Background: an optimization exercise with open tools, aiming at small area, a short achievable clock period and few clock cycles. Do not read the settings as production practice. At most, simulation tests tie the RTL to the original design; equivalence was not proved. For run 1, only the layout was checked, not whether the RTL still works. Power figures rest on the tool's default switching activity, not on a simulated workload.

## flow/design.v (module list and top-level ports; edited modules follow where they fit)
// module matmul_ctrl: 102 lines
// module matmul_addr_gen: 13 lines
// module matmul_mac: 1964 lines
// module matmul_top: 59 lines
module matmul_top (
	input  logic                   clk,
	input  logic                   reset_n,
	input  logic                   dut_valid,
	output logic                   dut_ready,
	output matmul_pkg::sram_addr_t input_read_address,
	input  matmul_pkg::sram_data_t input_read_data,
	output matmul_pkg::sram_addr_t weight_read_address,
	input  matmul_pkg::sram_data_t weight_read_data,
	output logic                   result_write_enable,
	output matmul_pkg::sram_addr_t result_write_address,
	output matmul_pkg::sram_data_t result_write_data
);
  // ...
==> flow/flow/run.sh <==
#!/bin/bash
set -euo pipefail
MARGIN=${MARGIN:-8.6}
bash standard.sh SETUP_SLACK_MARGIN=$MARGIN \
  "BUFFER_PORTS_ARGS=-buffer_cell sky130_fd_sc_hd__buf_2" finish > standard.log 2>&1
==> flow/standard.sh <==
#!/bin/bash
# synth_recipe.tcl (not shown) runs the flow's synth.tcl, then flattens the netlist and writes it again
# the make line also repeats each setting of config.mk as NAME=value (left out here)
make -C /OpenROAD-flow-scripts/flow DESIGN_CONFIG=/design/flow/config.mk WORK_HOME=/design/flow/orfs CLKGATE_MAP_FILE= SYNTH_SCRIPT=/design/flow/synth_recipe.tcl "${@:-finish}"
==> flow/config.mk <==
export PLATFORM = sky130hd
export DESIGN_NAME = matmul_top
export DESIGN_NICKNAME = matmul_top
export VERILOG_FILES = /design/flow/design.v
export SDC_FILE = /design/flow/constraint.sdc
export NUM_CORES = 4
export LEC_CHECK = 0
export CAP_MARGIN = 20
export CORE_MARGIN = 2
export CORE_UTILIZATION = 55
export CTS_CLUSTER_DIAMETER = 150
export CTS_CLUSTER_SIZE = 30
export SLEW_MARGIN = 20
==> flow/constraint.sdc <==
create_clock -name core_clock -period 12.0 [get_ports {clk}]
set_input_delay 2.4000 -clock core_clock [delete_from_list [all_inputs] [get_ports {clk}]]
set_output_delay 2.4000 -clock core_clock [all_outputs]
set_load 0.01 [all_outputs]
==> flow_metrics.tcl, run 1 <==
set metrics [dict create \
    status "complete, no violations" \
    finalWeightedCongestion 0.882 \
    die_height_um 224 \
    worst_slack_ns 8.51 \
    wirelength_um 66500 \
    finalSetupViolCount 0 \
    syn-num-nets 3067 \
    met1_usage 0.369 \
    final_cell_mix "inv_1 (365), dfxtp_1 (268), a22oi_1 (259)" \
    setup_tns_ns 0 \
    root_buffer "clkbuf_16" \
    ioPinCount 149 \
    p_switching_uw 4080 \
    fillers 4052 \
    dp_slack_ns 8.15 \
    min_period_over_period 0.291 \
    worstPathCellList "buf_6" \
    clk_share 0.0183 \
    cts_tree "built" \
    buf_share 0.0654 \
    crit_type "reg -> out" \
    seq_area_frac 0.317 \
    skew_ns 0.0365 \
    grt_pass1_vias 19200 \
    post_dp_cell_area_um2 27600 \
    cts_sinks 426 \
    slowest_stage "dfxtp_4" \
    layout_min_cycle_time_ns 3.49 \
    rsz0062_at_grt "true" \
    antenna_found_initial 1 \
]
==> inputs of run 2 (changes only) <==
--- a/flow/design.v
+++ b/flow/design.v
@@ -141,11 +141,8 @@
 	logic [31:0] acc_g;
 	logic [31:0] x;
 	logic [31:0] acc;    
-	logic [3:1] acc_c;  
-	logic [3:1] acc_cg;
-	logic [3:1] blk_c;
-	logic [31:0] blk_s;
-	logic [31:0] acc_cw;
+	logic [31:0] acc_c;
+	logic [31:0] acc_cg;
 	logic [31:0] y;
 	logic pp1;
 	logic pn2;
@@ -868,16 +865,16 @@
 	logic r3_0_c719;
 	logic r3_0_s720;
 	logic r3_0_c721;
-	logic r3_1_s722;
-	logic r3_1_c723;
-	logic r3_1_s724;
-	logic r3_1_c725;
-	logic r3_1_s726;
-	logic r3_1_c727;
-	logic r3_1_s728;
-	logic r3_1_c729;
-	logic r3_1_s730;
-	logic r3_1_c731;
+	logic r3_0_s722;
+	logic r3_0_c723;
+	logic r3_0_s724;
+	logic r3_0_c725;
+	logic r3_0_s726;
+	logic r3_0_c727;
+	logic r3_0_s728;
+	logic r3_0_c729;
+	logic r3_0_s730;
+	logic r3_0_c731;
 	logic r3_1_s732;
 	logic r3_1_c733;
 	logic r3_1_s734;
@@ -924,20 +921,20 @@
 	logic r3_1_c775;
 	logic r3_1_s776;
 	logic r3_1_c777;
-	logic r3_2_s778;
-	logic r3_2_c779;
-	logic r3_2_s780;
-	logic r3_2_c781;
-	logic r3_2_s782;
-	logic r3_2_c783;
-	logic r3_2_s784;
-	logic r3_2_c785;
-	logic r3_2_s786;
-	logic r3_2_c787;
-	logic r3_2_s788;
-	logic r3_2_c789;
-	logic r3_2_s790;
-	logic r3_2_c791;
+	logic r3_1_s778;
+	logic r3_1_c779;
+	logic r3_1_s780;
+	logic r3_1_c781;
+	logic r3_1_s782;
+	logic r3_1_c783;
+	logic r3_1_s784;
+	logic r3_1_c785;
+	logic r3_1_s786;
+	logic r3_1_c787;
+	logic r3_1_s788;
+	logic r3_1_c789;
+	logic r3_1_s790;
+	logic r3_1_c791;
 	logic r3_2_s792;
 	logic r3_2_c793;
 	logic r3_2_s794;
@@ -984,16 +981,33 @@
 	logic r3_2_c835;
 	logic r3_2_s836;
 	logic r3_2_c837;
-	logic r3_px838;
-	logic r3_px839;
-	logic r3_px840;
-	logic r3_px841;
-	logic r3_px842;
-	logic r3_px843;
-	logic r3_px844;
-	logic r3_px845;
-	logic r3_px846;
-	logic r3_px847;
+	logic r3_2_s838;
+	logic r3_2_c839;
+	logic r3_2_s840;
+	logic r3_2_c841;
+	logic r3_2_s842;
+	logic r3_2_c843;
+	logic r3_2_s844;
+	logic r3_2_c845;
+	logic r3_2_s846;
+	logic r3_2_c847;
+	logic r3_2_s848;
+	logic r3_2_c849;
+	logic r3_2_s850;
+	logic r3_2_c851;
+	logic r3_2_s852;
+	logic r3_2_c853;
+	logic r3_px854;
+	logic r3_px855;
+	logic r3_px856;
+	logic r3_px857;
+	logic r3_px858;
+	logic r3_px859;
+	logic r3_px860;
+	logic r3_px861;
+	logic r3_px862;
+	logic r3_px863;
+	logic r3_px864;
 	always_ff @(posedge clk) begin
 		a_q   <= input_read_data;
 		one_q[0] <= weight_read_data[0] ^ 1'b0;
@@ -1045,17 +1059,12 @@
 		two_q[15] <= (weight_read_data[31] & ~weight_read_data[30] & ~weight_read_data[29]) | (~weight_read_data[31] & weight_read_data[30] & weight_read_data[29]);
 		neg_q[15] <= weight_read_data[31];
 		cut_q <= cut_d;
-		acc   <= blk_s;
-		acc_c <= blk_c;
-		sum   <= acc + acc_cw;
+		acc   <= x;
+		acc_c <= y;
+		sum   <= acc + acc_c;
 	end
 	assign acc_g = first ? 32'd0 : acc;
-	assign acc_cg = first ? 3'd0 : acc_c;
-	assign acc_cw = {acc_c[3], 7'd0, acc_c[2], 7'd0, acc_c[1], 7'd0, 1'b0};
-	assign {blk_c[1], blk_s[7:0]} = {1'b0, x[7:0]} + {1'b0, y[7:0]};
-	assign {blk_c[2], blk_s[15:8]} = {1'b0, x[15:8]} + {1'b0, y[15:8]};
-	assign {blk_c[3], blk_s[23:16]} = {1'b0, x[23:16]} + {1'b0, y[23:16]};
-	assign blk_s[31:24] = x[31:24] + y[31:24];
+	assign acc_cg = first ? 32'd0 : acc_c;
 	assign pp1 = one_q[0] & a_q[0];
 	assign pn2 = neg_q[0] & ~(one_q[0] & a_q[0]);
 	assign pp3 = ((one_q[0] & a_q[1]) | (two_q[0] & a_q[0])) ^ neg_q[0];
@@ -1679,230 +1688,247 @@
 	assign r2_px621 = r2_px617 ^ r2_px618;
 	assign r2_px622 = r2_px619 ^ r2_px620;
 	assign r2_px623 = r2_px622 ^ r2_px621;
-	assign r3_0_s624 = cut_q[11] ^ cut_q[12];
-	assign r3_0_c625 = cut_q[11] & cut_q[12];
-	assign r3_0_s626 = cut_q[15] ^ cut_q[16] ^ cut_q[17];
-	assign r3_0_c627 = (cut_q[15] & cut_q[16]) | (cut_q[17] & (cut_q[15] ^ cut_q[16]));
-	assign r3_0_s628 = cut_q[19] ^ cut_q[20] ^ cut_q[21];
-	assign r3_0_c629 = (cut_q[19] & cut_q[20]) | (cut_q[21] & (cut_q[19] ^ cut_q[20]));
-	assign r3_0_s630 = cut_q[23] ^ cut_q[24] ^ cut_q[25];
-	assign r3_0_c631 = (cut_q[23] & cut_q[24]) | (cut_q[25] & (cut_q[23] ^ cut_q[24]));
-	assign r3_0_s632 = cut_q[26] ^ acc_g[8];
-	assign r3_0_c633 = cut_q[26] & acc_g[8];
-	assign r3_0_s634 = cut_q[27] ^ cut_q[28] ^ cut_q[29];
-	assign r3_0_c635 = (cut_q[27] & cut_q[28]) | (cut_q[29] & (cut_q[27] ^ cut_q[28]));
-	assign r3_0_s636 = cut_q[30] ^ acc_g[9];
-	assign r3_0_c637 = cut_q[30] & acc_g[9];
-	assign r3_0_s638 = cut_q[31] ^ cut_q[32] ^ cut_q[33];
-	assign r3_0_c639 = (cut_q[31] & cut_q[32]) | (cut_q[33] & (cut_q[31] ^ cut_q[32]));
-	assign r3_0_s640 = cut_q[34] ^ acc_g[10];
-	assign r3_0_c641 = cut_q[34] & acc_g[10];
-	assign r3_0_s642 = cut_q[35] ^ cut_q[36] ^ cut_q[37];
-	assign r3_0_c643 = (cut_q[35] & cut_q[36]) | (cut_q[37] & (cut_q[35] ^ cut_q[36]));
-	assign r3_0_s644 = cut_q[38] ^ acc_g[11];
-	assign r3_0_c645 = cut_q[38] & acc_g[11];
-	assign r3_0_s646 = cut_q[39] ^ cut_q[40] ^ cut_q[41];
-	assign r3_0_c647 = (cut_q[39] & cut_q[40]) | (cut_q[41] & (cut_q[39] ^ cut_q[40]));
-	assign r3_0_s648 = cut_q[42] ^ acc_g[12];
-	assign r3_0_c649 = cut_q[42] & acc_g[12];
-	assign r3_0_s650 = cut_q[43] ^ cut_q[44] ^ cut_q[45];
-	assign r3_0_c651 = (cut_q[43] & cut_q[44]) | (cut_q[45] & (cut_q[43] ^ cut_q[44]));
-	assign r3_0_s652 = cut_q[46] ^ acc_g[13];
-	assign r3_0_c653 = cut_q[46] & acc_g[13];
-	assign r3_0_s654 = cut_q[47] ^ cut_q[48] ^ cut_q[49];
-	assign r3_0_c655 = (cut_q[47] & cut_q[48]) | (cut_q[49] & (cut_q[47] ^ cut_q[48]));
-	assign r3_0_s656 = cut_q[50] ^ acc_g[14];
-	assign r3_0_c657 = cut_q[50] & acc_g[14];
-	assign r3_0_s658 = cut_q[51] ^ cut_q[52] ^ cut_q[53];
-	assign r3_0_c659 = (cut_q[51] & cut_q[52]) | (cut_q[53] & (cut_q[51] ^ cut_q[52]));
-	assign r3_0_s660 = cut_q[54] ^ acc_g[15];
-	assign r3_0_c661 = cut_q[54] & acc_g[15];
-	assign r3_0_s662 = cut_q[55] ^ cut_q[56] ^ cut_q[57];
-	assign r3_0_c663 = (cut_q[55] & cut_q[56]) | (cut_q[57] & (cut_q[55] ^ cut_q[56]));
-	assign r3_0_s664 = cut_q[58] ^ acc_g[16] ^ acc_cg[2];
-	assign r3_0_c665 = (cut_q[58] & acc_g[16]) | (acc_cg[2] & (cut_q[58] ^ acc_g[16]));
-	assign r3_0_s666 = cut_q[59] ^ cut_q[60] ^ cut_q[61];
-	assign r3_0_c667 = (cut_q[59] & cut_q[60]) | (cut_q[61] & (cut_q[59] ^ cut_q[60]));
-	assign r3_0_s668 = cut_q[62] ^ acc_g[17];
-	assign r3_0_c669 = cut_q[62] & acc_g[17];
-	assign r3_0_s670 = cut_q[63] ^ cut_q[64] ^ cut_q[65];
-	assign r3_0_c671 = (cut_q[63] & cut_q[64]) | (cut_q[65] & (cut_q[63] ^ cut_q[64]));
-	assign r3_0_s672 = cut_q[66] ^ acc_g[18];
-	assign r3_0_c673 = cut_q[66] & acc_g[18];
-	assign r3_0_s674 = cut_q[67] ^ cut_q[68] ^ cut_q[69];
-	assign r3_0_c675 = (cut_q[67] & cut_q[68]) | (cut_q[69] & (cut_q[67] ^ cut_q[68]));
-	assign r3_0_s676 = cut_q[70] ^ acc_g[19];
-	assign r3_0_c677 = cut_q[70] & acc_g[19];
-	assign r3_0_s678 = cut_q[71] ^ cut_q[72] ^ cut_q[73];
-	assign r3_0_c679 = (cut_q[71] & cut_q[72]) | (cut_q[73] & (cut_q[71] ^ cut_q[72]));
-	assign r3_0_s680 = cut_q[74] ^ acc_g[20];
-	assign r3_0_c681 = cut_q[74] & acc_g[20];
-	assign r3_0_s682 = cut_q[75] ^ cut_q[76] ^ cut_q[77];
-	assign r3_0_c683 = (cut_q[75] & cut_q[76]) | (cut_q[77] & (cut_q[75] ^ cut_q[76]));
-	assign r3_0_s684 = cut_q[78] ^ acc_g[21];
-	assign r3_0_c685 = cut_q[78] & acc_g[21];
-	assign r3_0_s686 = cut_q[79] ^ cut_q[80] ^ cut_q[81];
-	assign r3_0_c687 = (cut_q[79] & cut_q[80]) | (cut_q[81] & (cut_q[79] ^ cut_q[80]));
-	assign r3_0_s688 = cut_q[82] ^ acc_g[22];
-	assign r3_0_c689 = cut_q[82] & acc_g[22];
-	assign r3_0_s690 = cut_q[83] ^ cut_q[84] ^ cut_q[85];
-	assign r3_0_c691 = (cut_q[83] & cut_q[84]) | (cut_q[85] & (cut_q[83] ^ cut_q[84]));
-	assign r3_0_s692 = cut_q[86] ^ acc_g[23];
-	assign r3_0_c693 = cut_q[86] & acc_g[23];
-	assign r3_0_s694 = cut_q[87] ^ cut_q[88] ^ cut_q[89];
-	assign r3_0_c695 = (cut_q[87] & cut_q[88]) | (cut_q[89] & (cut_q[87] ^ cut_q[88]));
-	assign r3_0_s696 = cut_q[90] ^ acc_g[24] ^ acc_cg[3];
-	assign r3_0_c697 = (cut_q[90] & acc_g[24]) | (acc_cg[3] & (cut_q[90] ^ acc_g[24]));
-	assign r3_0_s698 = cut_q[91] ^ cut_q[92] ^ cut_q[93];
-	assign r3_0_c699 = (cut_q[91] & cut_q[92]) | (cut_q[93] & (cut_q[91] ^ cut_q[92]));
-	assign r3_0_s700 = cut_q[94] ^ acc_g[25];
-	assign r3_0_c701 = cut_q[94] & acc_g[25];
-	assign r3_0_s702 = cut_q[95] ^ cut_q[96] ^ cut_q[97];
-	assign r3_0_c703 = (cut_q[95] & cut_q[96]) | (cut_q[97] & (cut_q[95] ^ cut_q[96]));
-	assign r3_0_s704 = cut_q[98] ^ acc_g[26];
-	assign r3_0_c705 = cut_q[98] & acc_g[26];
-	assign r3_0_s706 = cut_q[99] ^ cut_q[100] ^ cut_q[101];
-	assign r3_0_c707 = (cut_q[99] & cut_q[100]) | (cut_q[101] & (cut_q[99] ^ cut_q[100]));
-	assign r3_0_s708 = cut_q[102] ^ acc_g[27];
-	assign r3_0_c709 = cut_q[102] & acc_g[27];
-	assign r3_0_s710 = cut_q[103] ^ cut_q[104] ^ cut_q[105];
-	assign r3_0_c711 = (cut_q[103] & cut_q[104]) | (cut_q[105] & (cut_q[103] ^ cut_q[104]));
-	assign r3_0_s712 = cut_q[106] ^ acc_g[28];
-	assign r3_0_c713 = cut_q[106] & acc_g[28];
-	assign r3_0_s714 = cut_q[107] ^ cut_q[108] ^ cut_q[109];
-	assign r3_0_c715 = (cut_q[107] & cut_q[108]) | (cut_q[109] & (cut_q[107] ^ cut_q[108]));
-	assign r3_0_s716 = cut_q[110] ^ acc_g[29];
-	assign r3_0_c717 = cut_q[110] & acc_g[29];
-	assign r3_0_s718 = cut_q[111] ^ cut_q[112] ^ cut_q[113];
-	assign r3_0_c719 = (cut_q[111] & cut_q[112]) | (cut_q[113] & (cut_q[111] ^ cut_q[112]));
-	assign r3_0_s720 = cut_q[114] ^ acc_g[30];
-	assign r3_0_c721 = cut_q[114] & acc_g[30];
-	assign r3_1_s722 = cut_q[5] ^ cut_q[6];
-	assign r3_1_c723 = cut_q[5] & cut_q[6];
-	assign r3_1_s724 = cut_q[8] ^ cut_q[9] ^ cut_q[10];
-	assign r3_1_c725 = (cut_q[8] & cut_q[9]) | (cut_q[10] & (cut_q[8] ^ cut_q[9]));
-	assign r3_1_s726 = r3_0_s624 ^ cut_q[13] ^ cut_q[14];
-	assign r3_1_c727 = (r3_0_s624 & cut_q[13]) | (cut_q[14] & (r3_0_s624 ^ cut_q[13]));
-	assign r3_1_s728 = r3_0_c625 ^ r3_0_s626 ^ cut_q[18];
-	assign r3_1_c729 = (r3_0_c625 & r3_0_s626) | (cut_q[18] & (r3_0_c625 ^ r3_0_s626));
-	assign r3_1_s730 = r3_0_c627 ^ r3_0_s628 ^ cut_q[22];
-	assign r3_1_c731 = (r3_0_c627 & r3_0_s628) | (cut_q[22] & (r3_0_c627 ^ r3_0_s628));
-	assign r3_1_s732 = r3_0_c629 ^ r3_0_s630 ^ r3_0_s632;
-	assign r3_1_c733 = (r3_0_c629 & r3_0_s630) | (r3_0_s632 & (r3_0_c629 ^ r3_0_s630));
-	assign r3_1_s734 = r3_0_c631 ^ r3_0_c633 ^ r3_0_s634;
-	assign r3_1_c735 = (r3_0_c631 & r3_0_c633) | (r3_0_s634 & (r3_0_c631 ^ r3_0_c633));
-	assign r3_1_s736 = r3_0_c635 ^ r3_0_c637 ^ r3_0_s638;
-	assign r3_1_c737 = (r3_0_c635 & r3_0_c637) | (r3_0_s638 & (r3_0_c635 ^ r3_0_c637));
-	assign r3_1_s738 = r3_0_c639 ^ r3_0_c641 ^ r3_0_s642;
-	assign r3_1_c739 = (r3_0_c639 & r3_0_c641) | (r3_0_s642 & (r3_0_c639 ^ r3_0_c641));
-	assign r3_1_s740 = r3_0_c643 ^ r3_0_c645 ^ r3_0_s646;
-	assign r3_1_c741 = (r3_0_c643 & r3_0_c645) | (r3_0_s646 & (r3_0_c643 ^ r3_0_c645));
-	assign r3_1_s742 = r3_0_c647 ^ r3_0_c649 ^ r3_0_s650;
-	assign r3_1_c743 = (r3_0_c647 & r3_0_c649) | (r3_0_s650 & (r3_0_c647 ^ r3_0_c649));
-	assign r3_1_s744 = r3_0_c651 ^ r3_0_c653 ^ r3_0_s654;
-	assign r3_1_c745 = (r3_0_c651 & r3_0_c653) | (r3_0_s654 & (r3_0_c651 ^ r3_0_c653));
-	assign r3_1_s746 = r3_0_c655 ^ r3_0_c657 ^ r3_0_s658;
-	assign r3_1_c747 = (r3_0_c655 & r3_0_c657) | (r3_0_s658 & (r3_0_c655 ^ r3_0_c657));
-	assign r3_1_s748 = r3_0_c659 ^ r3_0_c661 ^ r3_0_s662;
-	assign r3_1_c749 = (r3_0_c659 & r3_0_c661) | (r3_0_s662 & (r3_0_c659 ^ r3_0_c661));
-	assign r3_1_s750 = r3_0_c663 ^ r3_0_c665 ^ r3_0_s666;
-	assign r3_1_c751 = (r3_0_c663 & r3_0_c665) | (r3_0_s666 & (r3_0_c663 ^ r3_0_c665));
-	assign r3_1_s752 = r3_0_c667 ^ r3_0_c669 ^ r3_0_s670;
-	assign r3_1_c753 = (r3_0_c667 & r3_0_c669) | (r3_0_s670 & (r3_0_c667 ^ r3_0_c669));
-	assign r3_1_s754 = r3_0_c671 ^ r3_0_c673 ^ r3_0_s674;
-	assign r3_1_c755 = (r3_0_c671 & r3_0_c673) | (r3_0_s674 & (r3_0_c671 ^ r3_0_c673));
-	assign r3_1_s756 = r3_0_c675 ^ r3_0_c677 ^ r3_0_s678;
-	assign r3_1_c757 = (r3_0_c675 & r3_0_c677) | (r3_0_s678 & (r3_0_c675 ^ r3_0_c677));
-	assign r3_1_s758 = r3_0_c679 ^ r3_0_c681 ^ r3_0_s682;
-	assign r3_1_c759 = (r3_0_c679 & r3_0_c681) | (r3_0_s682 & (r3_0_c679 ^ r3_0_c681));
-	assign r3_1_s760 = r3_0_c683 ^ r3_0_c685 ^ r3_0_s686;
-	assign r3_1_c761 = (r3_0_c683 & r3_0_c685) | (r3_0_s686 & (r3_0_c683 ^ r3_0_c685));
-	assign r3_1_s762 = r3_0_c687 ^ r3_0_c689 ^ r3_0_s690;
-	assign r3_1_c763 = (r3_0_c687 & r3_0_c689) | (r3_0_s690 & (r3_0_c687 ^ r3_0_c689));
-	assign r3_1_s764 = r3_0_c691 ^ r3_0_c693 ^ r3_0_s694;
-	assign r3_1_c765 = (r3_0_c691 & r3_0_c693) | (r3_0_s694 & (r3_0_c691 ^ r3_0_c693));
-	assign r3_1_s766 = r3_0_c695 ^ r3_0_c697 ^ r3_0_s698;
-	assign r3_1_c767 = (r3_0_c695 & r3_0_c697) | (r3_0_s698 & (r3_0_c695 ^ r3_0_c697));
-	assign r3_1_s768 = r3_0_c699 ^ r3_0_c701 ^ r3_0_s702;
-	assign r3_1_c769 = (r3_0_c699 & r3_0_c701) | (r3_0_s702 & (r3_0_c699 ^ r3_0_c701));
-	assign r3_1_s770 = r3_0_c703 ^ r3_0_c705 ^ r3_0_s706;
-	assign r3_1_c771 = (r3_0_c703 & r3_0_c705) | (r3_0_s706 & (r3_0_c703 ^ r3_0_c705));
-	assign r3_1_s772 = r3_0_c707 ^ r3_0_c709 ^ r3_0_s710;
-	assign r3_1_c773 = (r3_0_c707 & r3_0_c709) | (r3_0_s710 & (r3_0_c707 ^ r3_0_c709));
-	assign r3_1_s774 = r3_0_c711 ^ r3_0_c713 ^ r3_0_s714;
-	assign r3_1_c775 = (r3_0_c711 & r3_0_c713) | (r3_0_s714 & (r3_0_c711 ^ r3_0_c713));
-	assign r3_1_s776 = r3_0_c715 ^ r3_0_c717 ^ r3_0_s718;
-	assign r3_1_c777 = (r3_0_c715 & r3_0_c717) | (r3_0_s718 & (r3_0_c715 ^ r3_0_c717));
-	assign r3_2_s778 = cut_q[1] ^ cut_q[2];
-	assign r3_2_c779 = cut_q[1] & cut_q[2];
-	assign r3_2_s780 = cut_q[3] ^ cut_q[4] ^ acc_g[2];
-	assign r3_2_c781 = (cut_q[3] & cut_q[4]) | (acc_g[2] & (cut_q[3] ^ cut_q[4]));
-	assign r3_2_s782 = r3_1_s722 ^ cut_q[7] ^ acc_g[3];
-	assign r3_2_c783 = (r3_1_s722 & cut_q[7]) | (acc_g[3] & (r3_1_s722 ^ cut_q[7]));
-	assign r3_2_s784 = r3_1_c723 ^ r3_1_s724 ^ acc_g[4];
-	assign r3_2_c785 = (r3_1_c723 & r3_1_s724) | (acc_g[4] & (r3_1_c723 ^ r3_1_s724));
-	assign r3_2_s786 = r3_1_c725 ^ r3_1_s726 ^ acc_g[5];
-	assign r3_2_c787 = (r3_1_c725 & r3_1_s726) | (acc_g[5] & (r3_1_c725 ^ r3_1_s726));
-	assign r3_2_s788 = r3_1_c727 ^ r3_1_s728 ^ acc_g[6];
-	assign r3_2_c789 = (r3_1_c727 & r3_1_s728) | (acc_g[6] & (r3_1_c727 ^ r3_1_s728));
-	assign r3_2_s790 = r3_1_c729 ^ r3_1_s730 ^ acc_g[7];
-	assign r3_2_c791 = (r3_1_c729 & r3_1_s730) | (acc_g[7] & (r3_1_c729 ^ r3_1_s730));
-	assign r3_2_s792 = r3_1_c731 ^ r3_1_s732 ^ acc_cg[1];
-	assign r3_2_c793 = (r3_1_c731 & r3_1_s732) | (acc_cg[1] & (r3_1_c731 ^ r3_1_s732));
-	assign r3_2_s794 = r3_1_c733 ^ r3_1_s734 ^ r3_0_s636;
-	assign r3_2_c795 = (r3_1_c733 & r3_1_s734) | (r3_0_s636 & (r3_1_c733 ^ r3_1_s734));
-	assign r3_2_s796 = r3_1_c735 ^ r3_1_s736 ^ r3_0_s640;
-	assign r3_2_c797 = (r3_1_c735 & r3_1_s736) | (r3_0_s640 & (r3_1_c735 ^ r3_1_s736));
-	assign r3_2_s798 = r3_1_c737 ^ r3_1_s738 ^ r3_0_s644;
-	assign r3_2_c799 = (r3_1_c737 & r3_1_s738) | (r3_0_s644 & (r3_1_c737 ^ r3_1_s738));
-	assign r3_2_s800 = r3_1_c739 ^ r3_1_s740 ^ r3_0_s648;
-	assign r3_2_c801 = (r3_1_c739 & r3_1_s740) | (r3_0_s648 & (r3_1_c739 ^ r3_1_s740));
-	assign r3_2_s802 = r3_1_c741 ^ r3_1_s742 ^ r3_0_s652;
-	assign r3_2_c803 = (r3_1_c741 & r3_1_s742) | (r3_0_s652 & (r3_1_c741 ^ r3_1_s742));
-	assign r3_2_s804 = r3_1_c743 ^ r3_1_s744 ^ r3_0_s656;
-	assign r3_2_c805 = (r3_1_c743 & r3_1_s744) | (r3_0_s656 & (r3_1_c743 ^ r3_1_s744));
-	assign r3_2_s806 = r3_1_c745 ^ r3_1_s746 ^ r3_0_s660;
-	assign r3_2_c807 = (r3_1_c745 & r3_1_s746) | (r3_0_s660 & (r3_1_c745 ^ r3_1_s746));
-	assign r3_2_s808 = r3_1_c747 ^ r3_1_s748 ^ r3_0_s664;
-	assign r3_2_c809 = (r3_1_c747 & r3_1_s748) | (r3_0_s664 & (r3_1_c747 ^ r3_1_s748));
-	assign r3_2_s810 = r3_1_c749 ^ r3_1_s750 ^ r3_0_s668;
-	assign r3_2_c811 = (r3_1_c749 & r3_1_s750) | (r3_0_s668 & (r3_1_c749 ^ r3_1_s750));
-	assign r3_2_s812 = r3_1_c751 ^ r3_1_s752 ^ r3_0_s672;
-	assign r3_2_c813 = (r3_1_c751 & r3_1_s752) | (r3_0_s672 & (r3_1_c751 ^ r3_1_s752));
-	assign r3_2_s814 = r3_1_c753 ^ r3_1_s754 ^ r3_0_s676;
-	assign r3_2_c815 = (r3_1_c753 & r3_1_s754) | (r3_0_s676 & (r3_1_c753 ^ r3_1_s754));
-	assign r3_2_s816 = r3_1_c755 ^ r3_1_s756 ^ r3_0_s680;
-	assign r3_2_c817 = (r3_1_c755 & r3_1_s756) | (r3_0_s680 & (r3_1_c755 ^ r3_1_s756));
-	assign r3_2_s818 = r3_1_c757 ^ r3_1_s758 ^ r3_0_s684;
-	assign r3_2_c819 = (r3_1_c757 & r3_1_s758) | (r3_0_s684 & (r3_1_c757 ^ r3_1_s758));
-	assign r3_2_s820 = r3_1_c759 ^ r3_1_s760 ^ r3_0_s688;
-	assign r3_2_c821 = (r3_1_c759 & r3_1_s760) | (r3_0_s688 & (r3_1_c759 ^ r3_1_s760));
-	assign r3_2_s822 = r3_1_c761 ^ r3_1_s762 ^ r3_0_s692;
-	assign r3_2_c823 = (r3_1_c761 & r3_1_s762) | (r3_0_s692 & (r3_1_c761 ^ r3_1_s762));
-	assign r3_2_s824 = r3_1_c763 ^ r3_1_s764 ^ r3_0_s696;
-	assign r3_2_c825 = (r3_1_c763 & r3_1_s764) | (r3_0_s696 & (r3_1_c763 ^ r3_1_s764));
-	assign r3_2_s826 = r3_1_c765 ^ r3_1_s766 ^ r3_0_s700;
-	assign r3_2_c827 = (r3_1_c765 & r3_1_s766) | (r3_0_s700 & (r3_1_c765 ^ r3_1_s766));
-	assign r3_2_s828 = r3_1_c767 ^ r3_1_s768 ^ r3_0_s704;
-	assign r3_2_c829 = (r3_1_c767 & r3_1_s768) | (r3_0_s704 & (r3_1_c767 ^ r3_1_s768));
-	assign r3_2_s830 = r3_1_c769 ^ r3_1_s770 ^ r3_0_s708;
-	assign r3_2_c831 = (r3_1_c769 & r3_1_s770) | (r3_0_s708 & (r3_1_c769 ^ r3_1_s770));
-	assign r3_2_s832 = r3_1_c771 ^ r3_1_s772 ^ r3_0_s712;
-	assign r3_2_c833 = (r3_1_c771 & r3_1_s772) | (r3_0_s712 & (r3_1_c771 ^ r3_1_s772));
-	assign r3_2_s834 = r3_1_c773 ^ r3_1_s774 ^ r3_0_s716;
-	assign r3_2_c835 = (r3_1_c773 & r3_1_s774) | (r3_0_s716 & (r3_1_c773 ^ r3_1_s774));
-	assign r3_2_s836 = r3_1_c775 ^ r3_1_s776 ^ r3_0_s720;
-	assign r3_2_c837 = (r3_1_c775 & r3_1_s776) | (r3_0_s720 & (r3_1_c775 ^ r3_1_s776));
-	assign r3_px838 = cut_q[115] ^ cut_q[116];
-	assign r3_px839 = cut_q[117] ^ cut_q[118];
-	assign r3_px840 = cut_q[119] ^ cut_q[120];
-	assign r3_px841 = acc_g[31] ^ r3_0_c719;
-	assign r3_px842 = r3_0_c721 ^ r3_1_c777;
-	assign r3_px843 = r3_px838 ^ r3_px839;
-	assign r3_px844 = r3_px840 ^ r3_px841;
-	assign r3_px845 = r3_px842 ^ r3_2_c837;
-	assign r3_px846 = r3_px843 ^ r3_px844;
-	assign r3_px847 = r3_px846 ^ r3_px845;
+	assign r3_0_s624 = cut_q[5] ^ cut_q[6];
+	assign r3_0_c625 = cut_q[5] & cut_q[6];
+	assign r3_0_s626 = cut_q[8] ^ cut_q[9] ^ cut_q[10];
+	assign r3_0_c627 = (cut_q[8] & cut_q[9]) | (cut_q[10] & (cut_q[8] ^ cut_q[9]));
+	assign r3_0_s628 = cut_q[11] ^ cut_q[12] ^ cut_q[13];
+	assign r3_0_c629 = (cut_q[11] & cut_q[12]) | (cut_q[13] & (cut_q[11] ^ cut_q[12]));
+	assign r3_0_s630 = cut_q[14] ^ acc_g[5];
+	assign r3_0_c631 = cut_q[14] & acc_g[5];
+	assign r3_0_s632 = cut_q[15] ^ cut_q[16] ^ cut_q[17];
+	assign r3_0_c633 = (cut_q[15] & cut_q[16]) | (cut_q[17] & (cut_q[15] ^ cut_q[16]));
+	assign r3_0_s634 = cut_q[18] ^ acc_g[6] ^ acc_cg[6];
+	assign r3_0_c635 = (cut_q[18] & acc_g[6]) | (acc_cg[6] & (cut_q[18] ^ acc_g[6]));
+	assign r3_0_s636 = cut_q[19] ^ cut_q[20] ^ cut_q[21];
+	assign r3_0_c637 = (cut_q[19] & cut_q[20]) | (cut_q[21] & (cut_q[19] ^ cut_q[20]));
+	assign r3_0_s638 = cut_q[22] ^ acc_g[7] ^ acc_cg[7];
+	assign r3_0_c639 = (cut_q[22] & acc_g[7]) | (acc_cg[7] & (cut_q[22] ^ acc_g[7]));
+	assign r3_0_s640 = cut_q[23] ^ cut_q[24] ^ cut_q[25];
+	assign r3_0_c641 = (cut_q[23] & cut_q[24]) | (cut_q[25] & (cut_q[23] ^ cut_q[24]));
+	assign r3_0_s642 = cut_q[26] ^ acc_g[8] ^ acc_cg[8];
+	assign r3_0_c643 = (cut_q[26] & acc_g[8]) | (acc_cg[8] & (cut_q[26] ^ acc_g[8]));
+	assign r3_0_s644 = cut_q[27] ^ cut_q[28] ^ cut_q[29];
+	assign r3_0_c645 = (cut_q[27] & cut_q[28]) | (cut_q[29] & (cut_q[27] ^ cut_q[28]));
+	assign r3_0_s646 = cut_q[30] ^ acc_g[9] ^ acc_cg[9];
+	assign r3_0_c647 = (cut_q[30] & acc_g[9]) | (acc_cg[9] & (cut_q[30] ^ acc_g[9]));
+	assign r3_0_s648 = cut_q[31] ^ cut_q[32] ^ cut_q[33];
+	assign r3_0_c649 = (cut_q[31] & cut_q[32]) | (cut_q[33] & (cut_q[31] ^ cut_q[32]));
+	assign r3_0_s650 = cut_q[34] ^ acc_g[10] ^ acc_cg[10];
+	assign r3_0_c651 = (cut_q[34] & acc_g[10]) | (acc_cg[10] & (cut_q[34] ^ acc_g[10]));
+	assign r3_0_s652 = cut_q[35] ^ cut_q[36] ^ cut_q[37];
+	assign r3_0_c653 = (cut_q[35] & cut_q[36]) | (cut_q[37] & (cut_q[35] ^ cut_q[36]));
+	assign r3_0_s654 = cut_q[38] ^ acc_g[11] ^ acc_cg[11];
+	assign r3_0_c655 = (cut_q[38] & acc_g[11]) | (acc_cg[11] & (cut_q[38] ^ acc_g[11]));
+	assign r3_0_s656 = cut_q[39] ^ cut_q[40] ^ cut_q[41];
+	assign r3_0_c657 = (cut_q[39] & cut_q[40]) | (cut_q[41] & (cut_q[39] ^ cut_q[40]));
+	assign r3_0_s658 = cut_q[42] ^ acc_g[12] ^ acc_cg[12];
+	assign r3_0_c659 = (cut_q[42] & acc_g[12]) | (acc_cg[12] & (cut_q[42] ^ acc_g[12]));
+	assign r3_0_s660 = cut_q[43] ^ cut_q[44] ^ cut_q[45];
+	assign r3_0_c661 = (cut_q[43] & cut_q[44]) | (cut_q[45] & (cut_q[43] ^ cut_q[44]));
+	assign r3_0_s662 = cut_q[46] ^ acc_g[13] ^ acc_cg[13];
+	assign r3_0_c663 = (cut_q[46] & acc_g[13]) | (acc_cg[13] & (cut_q[46] ^ acc_g[13]));
+	assign r3_0_s664 = cut_q[47] ^ cut_q[48] ^ cut_q[49];
+	assign r3_0_c665 = (cut_q[47] & cut_q[48]) | (cut_q[49] & (cut_q[47] ^ cut_q[48]));
+	assign r3_0_s666 = cut_q[50] ^ acc_g[14] ^ acc_cg[14];
+	assign r3_0_c667 = (cut_q[50] & acc_g[14]) | (acc_cg[14] & (cut_q[50] ^ acc_g[14]));
+	assign r3_0_s668 = cut_q[51] ^ cut_q[52] ^ cut_q[53];
+	assign r3_0_c669 = (cut_q[51] & cut_q[52]) | (cut_q[53] & (cut_q[51] ^ cut_q[52]));
+	assign r3_0_s670 = cut_q[54] ^ acc_g[15] ^ acc_cg[15];
+	assign r3_0_c671 = (cut_q[54] & acc_g[15]) | (acc_cg[15] & (cut_q[54] ^ acc_g[15]));
+	assign r3_0_s672 = cut_q[55] ^ cut_q[56] ^ cut_q[57];
+	assign r3_0_c673 = (cut_q[55] & cut_q[56]) | (cut_q[57] & (cut_q[55] ^ cut_q[56]));
+	assign r3_0_s674 = cut_q[58] ^ acc_g[16] ^ acc_cg[16];
+	assign r3_0_c675 = (cut_q[58] & acc_g[16]) | (acc_cg[16] & (cut_q[58] ^ acc_g[16]));
+	assign r3_0_s676 = cut_q[59] ^ cut_q[60] ^ cut_q[61];
+	assign r3_0_c677 = (cut_q[59] & cut_q[60]) | (cut_q[61] & (cut_q[59] ^ cut_q[60]));
+	assign r3_0_s678 = cut_q[62] ^ acc_g[17] ^ acc_cg[17];
+	assign r3_0_c679 = (cut_q[62] & acc_g[17]) | (acc_cg[17] & (cut_q[62] ^ acc_g[17]));
+	assign r3_0_s680 = cut_q[63] ^ cut_q[64] ^ cut_q[65];
+	assign r3_0_c681 = (cut_q[63] & cut_q[64]) | (cut_q[65] & (cut_q[63] ^ cut_q[64]));
+	assign r3_0_s682 = cut_q[66] ^ acc_g[18] ^ acc_cg[18];
+	assign r3_0_c683 = (cut_q[66] & acc_g[18]) | (acc_cg[18] & (cut_q[66] ^ acc_g[18]));
+	assign r3_0_s684 = cut_q[67] ^ cut_q[68] ^ cut_q[69];
+	assign r3_0_c685 = (cut_q[67] & cut_q[68]) | (cut_q[69] & (cut_q[67] ^ cut_q[68]));
+	assign r3_0_s686 = cut_q[70] ^ acc_g[19] ^ acc_cg[19];
+	assign r3_0_c687 = (cut_q[70] & acc_g[19]) | (acc_cg[19] & (cut_q[70] ^ acc_g[19]));
+	assign r3_0_s688 = cut_q[71] ^ cut_q[72] ^ cut_q[73];
+	assign r3_0_c689 = (cut_q[71] & cut_q[72]) | (cut_q[73] & (cut_q[71] ^ cut_q[72]));
+	assign r3_0_s690 = cut_q[74] ^ acc_g[20] ^ acc_cg[20];
+	assign r3_0_c691 = (cut_q[74] & acc_g[20]) | (acc_cg[20] & (cut_q[74] ^ acc_g[20]));
+	assign r3_0_s692 = cut_q[75] ^ cut_q[76] ^ cut_q[77];
+	assign r3_0_c693 = (cut_q[75] & cut_q[76]) | (cut_q[77] & (cut_q[75] ^ cut_q[76]));
+	assign r3_0_s694 = cut_q[78] ^ acc_g[21] ^ acc_cg[21];
+	assign r3_0_c695 = (cut_q[78] & acc_g[21]) | (acc_cg[21] & (cut_q[78] ^ acc_g[21]));
+	assign r3_0_s696 = cut_q[79] ^ cut_q[80] ^ cut_q[81];
+	assign r3_0_c697 = (cut_q[79] & cut_q[80]) | (cut_q[81] & (cut_q[79] ^ cut_q[80]));
+	assign r3_0_s698 = cut_q[82] ^ acc_g[22] ^ acc_cg[22];
+	assign r3_0_c699 = (cut_q[82] & acc_g[22]) | (acc_cg[22] & (cut_q[82] ^ acc_g[22]));
+	assign r3_0_s700 = cut_q[83] ^ cut_q[84] ^ cut_q[85];
+	assign r3_0_c701 = (cut_q[83] & cut_q[84]) | (cut_q[85] & (cut_q[83] ^ cut_q[84]));
+	assign r3_0_s702 = cut_q[86] ^ acc_g[23] ^ acc_cg[23];
+	assign r3_0_c703 = (cut_q[86] & acc_g[23]) | (acc_cg[23] & (cut_q[86] ^ acc_g[23]));
+	assign r3_0_s704 = cut_q[87] ^ cut_q[88] ^ cut_q[89];
+	assign r3_0_c705 = (cut_q[87] & cut_q[88]) | (cut_q[89] & (cut_q[87] ^ cut_q[88]));
+	assign r3_0_s706 = cut_q[90] ^ acc_g[24] ^ acc_cg[24];
+	assign r3_0_c707 = (cut_q[90] & acc_g[24]) | (acc_cg[24] & (cut_q[90] ^ acc_g[24]));
+	assign r3_0_s708 = cut_q[91] ^ cut_q[92] ^ cut_q[93];
+	assign r3_0_c709 = (cut_q[91] & cut_q[92]) | (cut_q[93] & (cut_q[91] ^ cut_q[92]));
+	assign r3_0_s710 = cut_q[94] ^ acc_g[25] ^ acc_cg[25];
+	assign r3_0_c711 = (cut_q[94] & acc_g[25]) | (acc_cg[25] & (cut_q[94] ^ acc_g[25]));
+	assign r3_0_s712 = cut_q[95] ^ cut_q[96] ^ cut_q[97];
+	assign r3_0_c713 = (cut_q[95] & cut_q[96]) | (cut_q[97] & (cut_q[95] ^ cut_q[96]));
+	assign r3_0_s714 = cut_q[98] ^ acc_g[26] ^ acc_cg[26];
+	assign r3_0_c715 = (cut_q[98] & acc_g[26]) | (acc_cg[26] & (cut_q[98] ^ acc_g[26]));
+	assign r3_0_s716 = cut_q[99] ^ cut_q[100] ^ cut_q[101];
+	assign r3_0_c717 = (cut_q[99] & cut_q[100]) | (cut_q[101] & (cut_q[99] ^ cut_q[100]));
+	assign r3_0_s718 = cut_q[102] ^ acc_g[27] ^ acc_cg[27];
+	assign r3_0_c719 = (cut_q[102] & acc_g[27]) | (acc_cg[27] & (cut_q[102] ^ acc_g[27]));
+	assign r3_0_s720 = cut_q[103] ^ cut_q[104] ^ cut_q[105];
+	assign r3_0_c721 = (cut_q[103] & cut_q[104]) | (cut_q[105] & (cut_q[103] ^ cut_q[104]));
+	assign r3_0_s722 = cut_q[106] ^ acc_g[28] ^ acc_cg[28];
+	assign r3_0_c723 = (cut_q[106] & acc_g[28]) | (acc_cg[28] & (cut_q[106] ^ acc_g[28]));
+	assign r3_0_s724 = cut_q[107] ^ cut_q[108] ^ cut_q[109];
+	assign r3_0_c725 = (cut_q[107] & cut_q[108]) | (cut_q[109] & (cut_q[107] ^ cut_q[108]));
+	assign r3_0_s726 = cut_q[110] ^ acc_g[29] ^ acc_cg[29];
+	assign r3_0_c727 = (cut_q[110] & acc_g[29]) | (acc_cg[29] & (cut_q[110] ^ acc_g[29]));
+	assign r3_0_s728 = cut_q[111] ^ cut_q[112] ^ cut_q[113];
+	assign r3_0_c729 = (cut_q[111] & cut_q[112]) | (cut_q[113] & (cut_q[111] ^ cut_q[112]));
+	assign r3_0_s730 = cut_q[114] ^ acc_g[30] ^ acc_cg[30];
+	assign r3_0_c731 = (cut_q[114] & acc_g[30]) | (acc_cg[30] & (cut_q[114] ^ acc_g[30]));
+	assign r3_1_s732 = cut_q[1] ^ cut_q[2];
+	assign r3_1_c733 = cut_q[1] & cut_q[2];
+	assign r3_1_s734 = cut_q[3] ^ cut_q[4] ^ acc_g[2];
+	assign r3_1_c735 = (cut_q[3] & cut_q[4]) | (acc_g[2] & (cut_q[3] ^ cut_q[4]));
+	assign r3_1_s736 = r3_0_s624 ^ cut_q[7] ^ acc_g[3];
+	assign r3_1_c737 = (r3_0_s624 & cut_q[7]) | (acc_g[3] & (r3_0_s624 ^ cut_q[7]));
+	assign r3_1_s738 = r3_0_c625 ^ r3_0_s626 ^ acc_g[4];
+	assign r3_1_c739 = (r3_0_c625 & r3_0_s626) | (acc_g[4] & (r3_0_c625 ^ r3_0_s626));
+	assign r3_1_s740 = r3_0_c627 ^ r3_0_s628 ^ r3_0_s630;
+	assign r3_1_c741 = (r3_0_c627 & r3_0_s628) | (r3_0_s630 & (r3_0_c627 ^ r3_0_s628));
+	assign r3_1_s742 = r3_0_c629 ^ r3_0_c631 ^ r3_0_s632;
+	assign r3_1_c743 = (r3_0_c629 & r3_0_c631) | (r3_0_s632 & (r3_0_c629 ^ r3_0_c631));
+	assign r3_1_s744 = r3_0_c633 ^ r3_0_c635 ^ r3_0_s636;
+	assign r3_1_c745 = (r3_0_c633 & r3_0_c635) | (r3_0_s636 & (r3_0_c633 ^ r3_0_c635));
+	assign r3_1_s746 = r3_0_c637 ^ r3_0_c639 ^ r3_0_s640;
+	assign r3_1_c747 = (r3_0_c637 & r3_0_c639) | (r3_0_s640 & (r3_0_c637 ^ r3_0_c639));
+	assign r3_1_s748 = r3_0_c641 ^ r3_0_c643 ^ r3_0_s644;
+	assign r3_1_c749 = (r3_0_c641 & r3_0_c643) | (r3_0_s644 & (r3_0_c641 ^ r3_0_c643));
+	assign r3_1_s750 = r3_0_c645 ^ r3_0_c647 ^ r3_0_s648;
+	assign r3_1_c751 = (r3_0_c645 & r3_0_c647) | (r3_0_s648 & (r3_0_c645 ^ r3_0_c647));
+	assign r3_1_s752 = r3_0_c649 ^ r3_0_c651 ^ r3_0_s652;
+	assign r3_1_c753 = (r3_0_c649 & r3_0_c651) | (r3_0_s652 & (r3_0_c649 ^ r3_0_c651));
+	assign r3_1_s754 = r3_0_c653 ^ r3_0_c655 ^ r3_0_s656;
+	assign r3_1_c755 = (r3_0_c653 & r3_0_c655) | (r3_0_s656 & (r3_0_c653 ^ r3_0_c655));
+	assign r3_1_s756 = r3_0_c657 ^ r3_0_c659 ^ r3_0_s660;
+	assign r3_1_c757 = (r3_0_c657 & r3_0_c659) | (r3_0_s660 & (r3_0_c657 ^ r3_0_c659));
+	assign r3_1_s758 = r3_0_c661 ^ r3_0_c663 ^ r3_0_s664;
+	assign r3_1_c759 = (r3_0_c661 & r3_0_c663) | (r3_0_s664 & (r3_0_c661 ^ r3_0_c663));
+	assign r3_1_s760 = r3_0_c665 ^ r3_0_c667 ^ r3_0_s668;
+	assign r3_1_c761 = (r3_0_c665 & r3_0_c667) | (r3_0_s668 & (r3_0_c665 ^ r3_0_c667));
+	assign r3_1_s762 = r3_0_c669 ^ r3_0_c671 ^ r3_0_s672;
+	assign r3_1_c763 = (r3_0_c669 & r3_0_c671) | (r3_0_s672 & (r3_0_c669 ^ r3_0_c671));
+	assign r3_1_s764 = r3_0_c673 ^ r3_0_c675 ^ r3_0_s676;
+	assign r3_1_c765 = (r3_0_c673 & r3_0_c675) | (r3_0_s676 & (r3_0_c673 ^ r3_0_c675));
+	assign r3_1_s766 = r3_0_c677 ^ r3_0_c679 ^ r3_0_s680;
+	assign r3_1_c767 = (r3_0_c677 & r3_0_c679) | (r3_0_s680 & (r3_0_c677 ^ r3_0_c679));
+	assign r3_1_s768 = r3_0_c681 ^ r3_0_c683 ^ r3_0_s684;
+	assign r3_1_c769 = (r3_0_c681 & r3_0_c683) | (r3_0_s684 & (r3_0_c681 ^ r3_0_c683));
+	assign r3_1_s770 = r3_0_c685 ^ r3_0_c687 ^ r3_0_s688;
+	assign r3_1_c771 = (r3_0_c685 & r3_0_c687) | (r3_0_s688 & (r3_0_c685 ^ r3_0_c687));
+	assign r3_1_s772 = r3_0_c689 ^ r3_0_c691 ^ r3_0_s692;
+	assign r3_1_c773 = (r3_0_c689 & r3_0_c691) | (r3_0_s692 & (r3_0_c689 ^ r3_0_c691));
+	assign r3_1_s774 = r3_0_c693 ^ r3_0_c695 ^ r3_0_s696;
+	assign r3_1_c775 = (r3_0_c693 & r3_0_c695) | (r3_0_s696 & (r3_0_c693 ^ r3_0_c695));
+	assign r3_1_s776 = r3_0_c697 ^ r3_0_c699 ^ r3_0_s700;
+	assign r3_1_c777 = (r3_0_c697 & r3_0_c699) | (r3_0_s700 & (r3_0_c697 ^ r3_0_c699));
+	assign r3_1_s778 = r3_0_c701 ^ r3_0_c703 ^ r3_0_s704;
+	assign r3_1_c779 = (r3_0_c701 & r3_0_c703) | (r3_0_s704 & (r3_0_c701 ^ r3_0_c703));
+	assign r3_1_s780 = r3_0_c705 ^ r3_0_c707 ^ r3_0_s708;
+	assign r3_1_c781 = (r3_0_c705 & r3_0_c707) | (r3_0_s708 & (r3_0_c705 ^ r3_0_c707));
+	assign r3_1_s782 = r3_0_c709 ^ r3_0_c711 ^ r3_0_s712;
+	assign r3_1_c783 = (r3_0_c709 & r3_0_c711) | (r3_0_s712 & (r3_0_c709 ^ r3_0_c711));
+	assign r3_1_s784 = r3_0_c713 ^ r3_0_c715 ^ r3_0_s716;
+	assign r3_1_c785 = (r3_0_c713 & r3_0_c715) | (r3_0_s716 & (r3_0_c713 ^ r3_0_c715));
+	assign r3_1_s786 = r3_0_c717 ^ r3_0_c719 ^ r3_0_s720;
+	assign r3_1_c787 = (r3_0_c717 & r3_0_c719) | (r3_0_s720 & (r3_0_c717 ^ r3_0_c719));
+	assign r3_1_s788 = r3_0_c721 ^ r3_0_c723 ^ r3_0_s724;
+	assign r3_1_c789 = (r3_0_c721 & r3_0_c723) | (r3_0_s724 & (r3_0_c721 ^ r3_0_c723));
+	assign r3_1_s790 = r3_0_c725 ^ r3_0_c727 ^ r3_0_s728;
+	assign r3_1_c791 = (r3_0_c725 & r3_0_c727) | (r3_0_s728 & (r3_0_c725 ^ r3_0_c727));
+	assign r3_2_s792 = cut_q[0] ^ acc_g[0];
+	assign r3_2_c793 = cut_q[0] & acc_g[0];
+	assign r3_2_s794 = r3_1_s732 ^ acc_g[1] ^ acc_cg[1];
+	assign r3_2_c795 = (r3_1_s732 & acc_g[1]) | (acc_cg[1] & (r3_1_s732 ^ acc_g[1]));
+	assign r3_2_s796 = r3_1_c733 ^ r3_1_s734 ^ acc_cg[2];
+	assign r3_2_c797 = (r3_1_c733 & r3_1_s734) | (acc_cg[2] & (r3_1_c733 ^ r3_1_s734));
+	assign r3_2_s798 = r3_1_c735 ^ r3_1_s736 ^ acc_cg[3];
+	assign r3_2_c799 = (r3_1_c735 & r3_1_s736) | (acc_cg[3] & (r3_1_c735 ^ r3_1_s736));
+	assign r3_2_s800 = r3_1_c737 ^ r3_1_s738 ^ acc_cg[4];
+	assign r3_2_c801 = (r3_1_c737 & r3_1_s738) | (acc_cg[4] & (r3_1_c737 ^ r3_1_s738));
+	assign r3_2_s802 = r3_1_c739 ^ r3_1_s740 ^ acc_cg[5];
+	assign r3_2_c803 = (r3_1_c739 & r3_1_s740) | (acc_cg[5] & (r3_1_c739 ^ r3_1_s740));
+	assign r3_2_s804 = r3_1_c741 ^ r3_1_s742 ^ r3_0_s634;
+	assign r3_2_c805 = (r3_1_c741 & r3_1_s742) | (r3_0_s634 & (r3_1_c741 ^ r3_1_s742));
+	assign r3_2_s806 = r3_1_c743 ^ r3_1_s744 ^ r3_0_s638;
+	assign r3_2_c807 = (r3_1_c743 & r3_1_s744) | (r3_0_s638 & (r3_1_c743 ^ r3_1_s744));
+	assign r3_2_s808 = r3_1_c745 ^ r3_1_s746 ^ r3_0_s642;
+	assign r3_2_c809 = (r3_1_c745 & r3_1_s746) | (r3_0_s642 & (r3_1_c745 ^ r3_1_s746));
+	assign r3_2_s810 = r3_1_c747 ^ r3_1_s748 ^ r3_0_s646;
+	assign r3_2_c811 = (r3_1_c747 & r3_1_s748) | (r3_0_s646 & (r3_1_c747 ^ r3_1_s748));
+	assign r3_2_s812 = r3_1_c749 ^ r3_1_s750 ^ r3_0_s650;
+	assign r3_2_c813 = (r3_1_c749 & r3_1_s750) | (r3_0_s650 & (r3_1_c749 ^ r3_1_s750));
+	assign r3_2_s814 = r3_1_c751 ^ r3_1_s752 ^ r3_0_s654;
+	assign r3_2_c815 = (r3_1_c751 & r3_1_s752) | (r3_0_s654 & (r3_1_c751 ^ r3_1_s752));
+	assign r3_2_s816 = r3_1_c753 ^ r3_1_s754 ^ r3_0_s658;
+	assign r3_2_c817 = (r3_1_c753 & r3_1_s754) | (r3_0_s658 & (r3_1_c753 ^ r3_1_s754));
+	assign r3_2_s818 = r3_1_c755 ^ r3_1_s756 ^ r3_0_s662;
+	assign r3_2_c819 = (r3_1_c755 & r3_1_s756) | (r3_0_s662 & (r3_1_c755 ^ r3_1_s756));
+	assign r3_2_s820 = r3_1_c757 ^ r3_1_s758 ^ r3_0_s666;
+	assign r3_2_c821 = (r3_1_c757 & r3_1_s758) | (r3_0_s666 & (r3_1_c757 ^ r3_1_s758));
+	assign r3_2_s822 = r3_1_c759 ^ r3_1_s760 ^ r3_0_s670;
+	assign r3_2_c823 = (r3_1_c759 & r3_1_s760) | (r3_0_s670 & (r3_1_c759 ^ r3_1_s760));
+	assign r3_2_s824 = r3_1_c761 ^ r3_1_s762 ^ r3_0_s674;
+	assign r3_2_c825 = (r3_1_c761 & r3_1_s762) | (r3_0_s674 & (r3_1_c761 ^ r3_1_s762));
+	assign r3_2_s826 = r3_1_c763 ^ r3_1_s764 ^ r3_0_s678;
+	assign r3_2_c827 = (r3_1_c763 & r3_1_s764) | (r3_0_s678 & (r3_1_c763 ^ r3_1_s764));
+	assign r3_2_s828 = r3_1_c765 ^ r3_1_s766 ^ r3_0_s682;
+	assign r3_2_c829 = (r3_1_c765 & r3_1_s766) | (r3_0_s682 & (r3_1_c765 ^ r3_1_s766));
+	assign r3_2_s830 = r3_1_c767 ^ r3_1_s768 ^ r3_0_s686;
+	assign r3_2_c831 = (r3_1_c767 & r3_1_s768) | (r3_0_s686 & (r3_1_c767 ^ r3_1_s768));
+	assign r3_2_s832 = r3_1_c769 ^ r3_1_s770 ^ r3_0_s690;
+	assign r3_2_c833 = (r3_1_c769 & r3_1_s770) | (r3_0_s690 & (r3_1_c769 ^ r3_1_s770));
+	assign r3_2_s834 = r3_1_c771 ^ r3_1_s772 ^ r3_0_s694;
+	assign r3_2_c835 = (r3_1_c771 & r3_1_s772) | (r3_0_s694 & (r3_1_c771 ^ r3_1_s772));
+	assign r3_2_s836 = r3_1_c773 ^ r3_1_s774 ^ r3_0_s698;
+	assign r3_2_c837 = (r3_1_c773 & r3_1_s774) | (r3_0_s698 & (r3_1_c773 ^ r3_1_s774));
+	assign r3_2_s838 = r3_1_c775 ^ r3_1_s776 ^ r3_0_s702;
+	assign r3_2_c839 = (r3_1_c775 & r3_1_s776) | (r3_0_s702 & (r3_1_c775 ^ r3_1_s776));
+	assign r3_2_s840 = r3_1_c777 ^ r3_1_s778 ^ r3_0_s706;
+	assign r3_2_c841 = (r3_1_c777 & r3_1_s778) | (r3_0_s706 & (r3_1_c777 ^ r3_1_s778));
+	assign r3_2_s842 = r3_1_c779 ^ r3_1_s780 ^ r3_0_s710;
+	assign r3_2_c843 = (r3_1_c779 & r3_1_s780) | (r3_0_s710 & (r3_1_c779 ^ r3_1_s780));
+	assign r3_2_s844 = r3_1_c781 ^ r3_1_s782 ^ r3_0_s714;
+	assign r3_2_c845 = (r3_1_c781 & r3_1_s782) | (r3_0_s714 & (r3_1_c781 ^ r3_1_s782));
+	assign r3_2_s846 = r3_1_c783 ^ r3_1_s784 ^ r3_0_s718;
+	assign r3_2_c847 = (r3_1_c783 & r3_1_s784) | (r3_0_s718 & (r3_1_c783 ^ r3_1_s784));
+	assign r3_2_s848 = r3_1_c785 ^ r3_1_s786 ^ r3_0_s722;
+	assign r3_2_c849 = (r3_1_c785 & r3_1_s786) | (r3_0_s722 & (r3_1_c785 ^ r3_1_s786));
+	assign r3_2_s850 = r3_1_c787 ^ r3_1_s788 ^ r3_0_s726;
+	assign r3_2_c851 = (r3_1_c787 & r3_1_s788) | (r3_0_s726 & (r3_1_c787 ^ r3_1_s788));
+	assign r3_2_s852 = r3_1_c789 ^ r3_1_s790 ^ r3_0_s730;
+	assign r3_2_c853 = (r3_1_c789 & r3_1_s790) | (r3_0_s730 & (r3_1_c789 ^ r3_1_s790));
+	assign r3_px854 = cut_q[115] ^ cut_q[116];
+	assign r3_px855 = cut_q[117] ^ cut_q[118];
+	assign r3_px856 = cut_q[119] ^ cut_q[120];
+	assign r3_px857 = acc_g[31] ^ acc_cg[31];
+	assign r3_px858 = r3_0_c729 ^ r3_0_c731;
+	assign r3_px859 = r3_1_c791 ^ r3_2_c853;
+	assign r3_px860 = r3_px854 ^ r3_px855;
+	assign r3_px861 = r3_px856 ^ r3_px857;
+	assign r3_px862 = r3_px858 ^ r3_px859;
+	assign r3_px863 = r3_px860 ^ r3_px861;
+	assign r3_px864 = r3_px863 ^ r3_px862;
 	assign cut_d[0] = pp1;
 	assign cut_d[1] = pn2;
 	assign cut_d[2] = pp3;
@@ -2024,69 +2050,69 @@
 	assign cut_d[118] = r2_2_c508;
 	assign cut_d[119] = r2_3_c598;
 	assign cut_d[120] = r2_3_c600;
-	assign x[0] = cut_q[0];
-	assign y[0] = acc_g[0];
-	assign x[1] = r3_2_s778;
-	assign y[1] = acc_g[1];
-	assign x[2] = r3_2_c779;
-	assign y[2] = r3_2_s780;
-	assign x[3] = r3_2_c781;
-	assign y[3] = r3_2_s782;
-	assign x[4] = r3_2_c783;
-	assign y[4] = r3_2_s784;
-	assign x[5] = r3_2_c785;
-	assign y[5] = r3_2_s786;
-	assign x[6] = r3_2_c787;
-	assign y[6] = r3_2_s788;
-	assign x[7] = r3_2_c789;
-	assign y[7] = r3_2_s790;
-	assign x[8] = r3_2_c791;
-	assign y[8] = r3_2_s792;
-	assign x[9] = r3_2_c793;
-	assign y[9] = r3_2_s794;
-	assign x[10] = r3_2_c795;
-	assign y[10] = r3_2_s796;
-	assign x[11] = r3_2_c797;
-	assign y[11] = r3_2_s798;
-	assign x[12] = r3_2_c799;
-	assign y[12] = r3_2_s800;
-	assign x[13] = r3_2_c801;
-	assign y[13] = r3_2_s802;
-	assign x[14] = r3_2_c803;
-	assign y[14] = r3_2_s804;
-	assign x[15] = r3_2_c805;
-	assign y[15] = r3_2_s806;
-	assign x[16] = r3_2_c807;
-	assign y[16] = r3_2_s808;
-	assign x[17] = r3_2_c809;
-	assign y[17] = r3_2_s810;
-	assign x[18] = r3_2_c811;
-	assign y[18] = r3_2_s812;
-	assign x[19] = r3_2_c813;
-	assign y[19] = r3_2_s814;
-	assign x[20] = r3_2_c815;
-	assign y[20] = r3_2_s816;
-	assign x[21] = r3_2_c817;
-	assign y[21] = r3_2_s818;
-	assign x[22] = r3_2_c819;
-	assign y[22] = r3_2_s820;
-	assign x[23] = r3_2_c821;
-	assign y[23] = r3_2_s822;
-	assign x[24] = r3_2_c823;
-	assign y[24] = r3_2_s824;
-	assign x[25] = r3_2_c825;
-	assign y[25] = r3_2_s826;
-	assign x[26] = r3_2_c827;
-	assign y[26] = r3_2_s828;
-	assign x[27] = r3_2_c829;
-	assign y[27] = r3_2_s830;
-	assign x[28] = r3_2_c831;
-	assign y[28] = r3_2_s832;
-	assign x[29] = r3_2_c833;
-	assign y[29] = r3_2_s834;
-	assign x[30] = r3_2_c835;
-	assign y[30] = r3_2_s836;
-	assign x[31] = r3_px847;
+	assign x[0] = r3_2_s792;
+	assign y[0] = acc_cg[0];
+	assign x[1] = r3_2_c793;
+	assign y[1] = r3_2_s794;
+	assign x[2] = r3_2_c795;
+	assign y[2] = r3_2_s796;
+	assign x[3] = r3_2_c797;
+	assign y[3] = r3_2_s798;
+	assign x[4] = r3_2_c799;
+	assign y[4] = r3_2_s800;
+	assign x[5] = r3_2_c801;
+	assign y[5] = r3_2_s802;
+	assign x[6] = r3_2_c803;
+	assign y[6] = r3_2_s804;
+	assign x[7] = r3_2_c805;
+	assign y[7] = r3_2_s806;
+	assign x[8] = r3_2_c807;
+	assign y[8] = r3_2_s808;
+	assign x[9] = r3_2_c809;
+	assign y[9] = r3_2_s810;
+	assign x[10] = r3_2_c811;
+	assign y[10] = r3_2_s812;
+	assign x[11] = r3_2_c813;
+	assign y[11] = r3_2_s814;
+	assign x[12] = r3_2_c815;
+	assign y[12] = r3_2_s816;
+	assign x[13] = r3_2_c817;
+	assign y[13] = r3_2_s818;
+	assign x[14] = r3_2_c819;
+	assign y[14] = r3_2_s820;
+	assign x[15] = r3_2_c821;
+	assign y[15] = r3_2_s822;
+	assign x[16] = r3_2_c823;
+	assign y[16] = r3_2_s824;
+	assign x[17] = r3_2_c825;
+	assign y[17] = r3_2_s826;
+	assign x[18] = r3_2_c827;
+	assign y[18] = r3_2_s828;
+	assign x[19] = r3_2_c829;
+	assign y[19] = r3_2_s830;
+	assign x[20] = r3_2_c831;
+	assign y[20] = r3_2_s832;
+	assign x[21] = r3_2_c833;
+	assign y[21] = r3_2_s834;
+	assign x[22] = r3_2_c835;
+	assign y[22] = r3_2_s836;
+	assign x[23] = r3_2_c837;
+	assign y[23] = r3_2_s838;
+	assign x[24] = r3_2_c839;
+	assign y[24] = r3_2_s840;
+	assign x[25] = r3_2_c841;
+	assign y[25] = r3_2_s842;
+	assign x[26] = r3_2_c843;
+	assign y[26] = r3_2_s844;
+	assign x[27] = r3_2_c845;
+	assign y[27] = r3_2_s846;
+	assign x[28] = r3_2_c847;
+	assign y[28] = r3_2_s848;
+	assign x[29] = r3_2_c849;
+	assign y[29] = r3_2_s850;
+	assign x[30] = r3_2_c851;
+	assign y[30] = r3_2_s852;
+	assign x[31] = r3_px864;
 	assign y[31] = 1'b0;
 endmodule
 `timescale 1ns/1ns
==> flow/flow/run.sh (replaced) <==
#!/bin/bash
set -euo pipefail
MARGIN=${MARGIN:-8.0}
bash standard.sh SETUP_SLACK_MARGIN=$MARGIN \
  "BUFFER_PORTS_ARGS=-buffer_cell sky130_fd_sc_hd__buf_4" finish > standard.log 2>&1
--- a/flow/config.mk
+++ b/flow/config.mk
@@ -7,7 +7,5 @@
 export LEC_CHECK = 0
 export CAP_MARGIN = 20
 export CORE_MARGIN = 2
-export CORE_UTILIZATION = 55
-export CTS_CLUSTER_DIAMETER = 150
-export CTS_CLUSTER_SIZE = 30
+export CORE_UTILIZATION = 40
 export SLEW_MARGIN = 20
==> run 2 against run 1 <==
Compared with the run above:
- worst setup slack lost 0.27 ns
- clock power grew 110%
- clock-buffer cell count grew 51
- cell area grew 3.5%
- register-to-register slack lost 0.35 ns
- clock skew shrank 0.017 ns
- utilization shrank 16 points
- power shrank 20%
- cell count grew 4.7%
- sequential power grew 6%
- largest power group unchanged
- highest routed layer is now met5
==> flow_metrics.tcl, run 2 <==
set metrics [dict create \
    grt_pass1_vias 19600 \
    synth_edf_count 64 \
    finalSetupViolCount 0 \
    layout_min_cycle_time_ns 3.76 \
    min_period_over_period 0.313 \
    setup_tns_ns 0 \
    post_dp_cell_area_um2 28700 \
    worstPathCellList "a22oi_1 > xor2_1 > fa_1 > inv_1 > fa_1 > inv_1 > fa_1 > inv_1 > fa_1" \
    antenna_found_initial 4 \
    cts_tree "built" \
    rsz0062_at_grt "false" \
    post-cts-setup-buffer-count 0 \
    ioPinCount 149 \
    finalWeightedCongestion 0.891 \
    yosysTopAreaCell "dfxtp_1" \
    dr.pass1.iters 8 \
    synthCells 2589 \
    syn-num-nets 2981 \
    io_buffers 148 \
    vdd_ir_drop_max_uv 117 \
    crit_top_cell "fa_1" \
    cts_sinks 453 \
    die_height_um 264 \
    drc_errors 0 \
    slowest_stage "dfxtp_1" \
    dp_slack_ns 8.24 \
    wirelength_um 67400 \
    worst_slack_ns 8.24 \
    timing.final.max_slew_violations 0 \
    grt_max_degree 103 \
    clock_path_buffers 3 \
    arrival_ns 4.23 \
    status "complete, no violations" \
    synth_area_um2 27000 \
    root_buffer "clkbuf_16" \
    final_cell_mix "dfxtp_1 (384), a22oi_1 (267), fa_1 (257)" \
    total_power_uw 7580 \
    largest_register_ff_count 121 \
    clkTransAtPathRegs_ns 0.06 \
    hpwl_um 50300 \
    rr_worst_depth 9 \
    h-tree-depth 2 \
    cts_buffers 52 \
    cp-start-kind "flip-flop" \
    skew_ns 0.0191 \
    cap_violations 0 \
    synth_most_common_cell "dfxtp_1" \
    crit_type "reg -> reg" \
    final_common_cell "dfxtp_1" \
]
run 2: cell count changes after synthesis, moves of 10 or more:
| cell | previous run | this run |
|---|---|---|
| fa_1 | 232 | 257 |
| mux2i_1 | 4 | 19 |
| nor2b_1 | 53 | 72 |
| nor2_1 | 98 | 128 |
| ha_1 | 93 | 68 |
| xnor2_1 | 235 | 210 |
| dfxtp_1 | 362 | 389 |
| inv_1 | 372 | 170 |
| o2bb2ai_1 | 15 | 1 |
| nand2b_1 | 19 | 29 |
| xor2_1 | 201 | 213 |
run 2: worst max-delay path by stage:
stage | startpoint | endpoint | slack [ns] | cells after the start
2_1_floorplan | u_mac.neg_q[6]$_DFF_P_ | u_mac.cut_q[114]$_DFF_P_ | 8.58 | 8
3_3_place_gp | u_mac.one_q[0]$_DFF_P_ | u_mac.cut_q[102]$_DFF_P_ | 8.27 | 9
3_5_place_dp | u_mac.one_q[0]$_DFF_P_ | u_mac.cut_q[102]$_DFF_P_ | 8.24 | 9
4_1_cts | u_mac.one_q[0]$_DFF_P_ | u_mac.cut_q[102]$_DFF_P_ | 8.22 | 9
5_1_grt | u_mac.two_q[0]$_DFF_P_ | u_mac.cut_q[102]$_DFF_P_ | 8.05 | 9
6_report | u_mac.two_q[0]$_DFF_P_ | u_mac.cut_q[102]$_DFF_P_ | 8.24 | 9
run 2: cells by family (layout without fill, tap and decap cells):
kind of cell,count (synthesis),count (layout),share of synthesized area
buffers and inverters,349,435,0.0495
flip-flops,453,453,0.359
multiplexers,19,19,0.00704
other,0,1,0
XOR/XNOR,423,423,0.137
AND/OR/NAND/NOR,495,495,0.0932
AO/OA/AOI/OAI,525,525,0.132
adder cells (fa/ha/maj),325,325,0.222
run 2: cell type report:
type                            count  area, µm²
Fill cell                        6335      36600
Multi-Input combinational cell   1787      16000
Sequential cell                   453       9720
Clock buffer                       77       1580
Timing Repair Buffer              170       1290
Tap cell                          873       1090
Inverter                          170        638
Clock inverter                     18        191
Antenna cell                        1       2.50
run 2: per-stage QoR:
step | instances | util | hold WS [ns]
after global placement | 3452 | 0.428 | 0.339
after floorplan | 2589 | - | 0.324
after CTS | 3547 | 0.454 | 0.365
after detailed placement | 3452 | 0.428 | 0.344
final | 3549 | 0.455 | 0.356
after global routing | 3548 | 0.455 | 0.371
run 2: routing by layer:
layer / global-route usage / share of wire / vias up
met5: 0 / 0.00071 / -
met4: 0.0674 / 0.030 / 6
met3: 0.0286 / 0.052 / 126
met2: 0.332 / 0.49 / 572
met1: 0.253 / 0.43 / 9217
li1: - / - / 8776
run 2: critical path, delay by kind of cell (launching register included):
kind / cells / cell delay, ns
adders and majority gates: 4 / 2.02
xor gates and xnor gates: 1 / 0.22
DFF: 1 / 1.01
AOI/OAI and AO/OA: 1 / 0.20
buffers and inverters: 3 / 0.17
run 2: where the power goes:
group | leakage, µW | internal, µW | total [µW] | switching [µW]
logic | 0.00771 | 1670 | 3640 | 1970
clock network | 0.000877 | 959 | 1620 | 661
registers | 0.00386 | 2040 | 2320 | 284
total | 0.0124 | 4670 | 7580 | 2910
Testbench counts of run 2, summed over its fixed seeds: cycles 30,328.

Check on run 2: ideal ports give 8.244 ns setup slack; a clkbuf_16 on the clock port and buf_2 on the inputs give 8.244 ns; moving port delays by the midpoint clock arrival (0.659 ns) as well gives 8.244 ns.
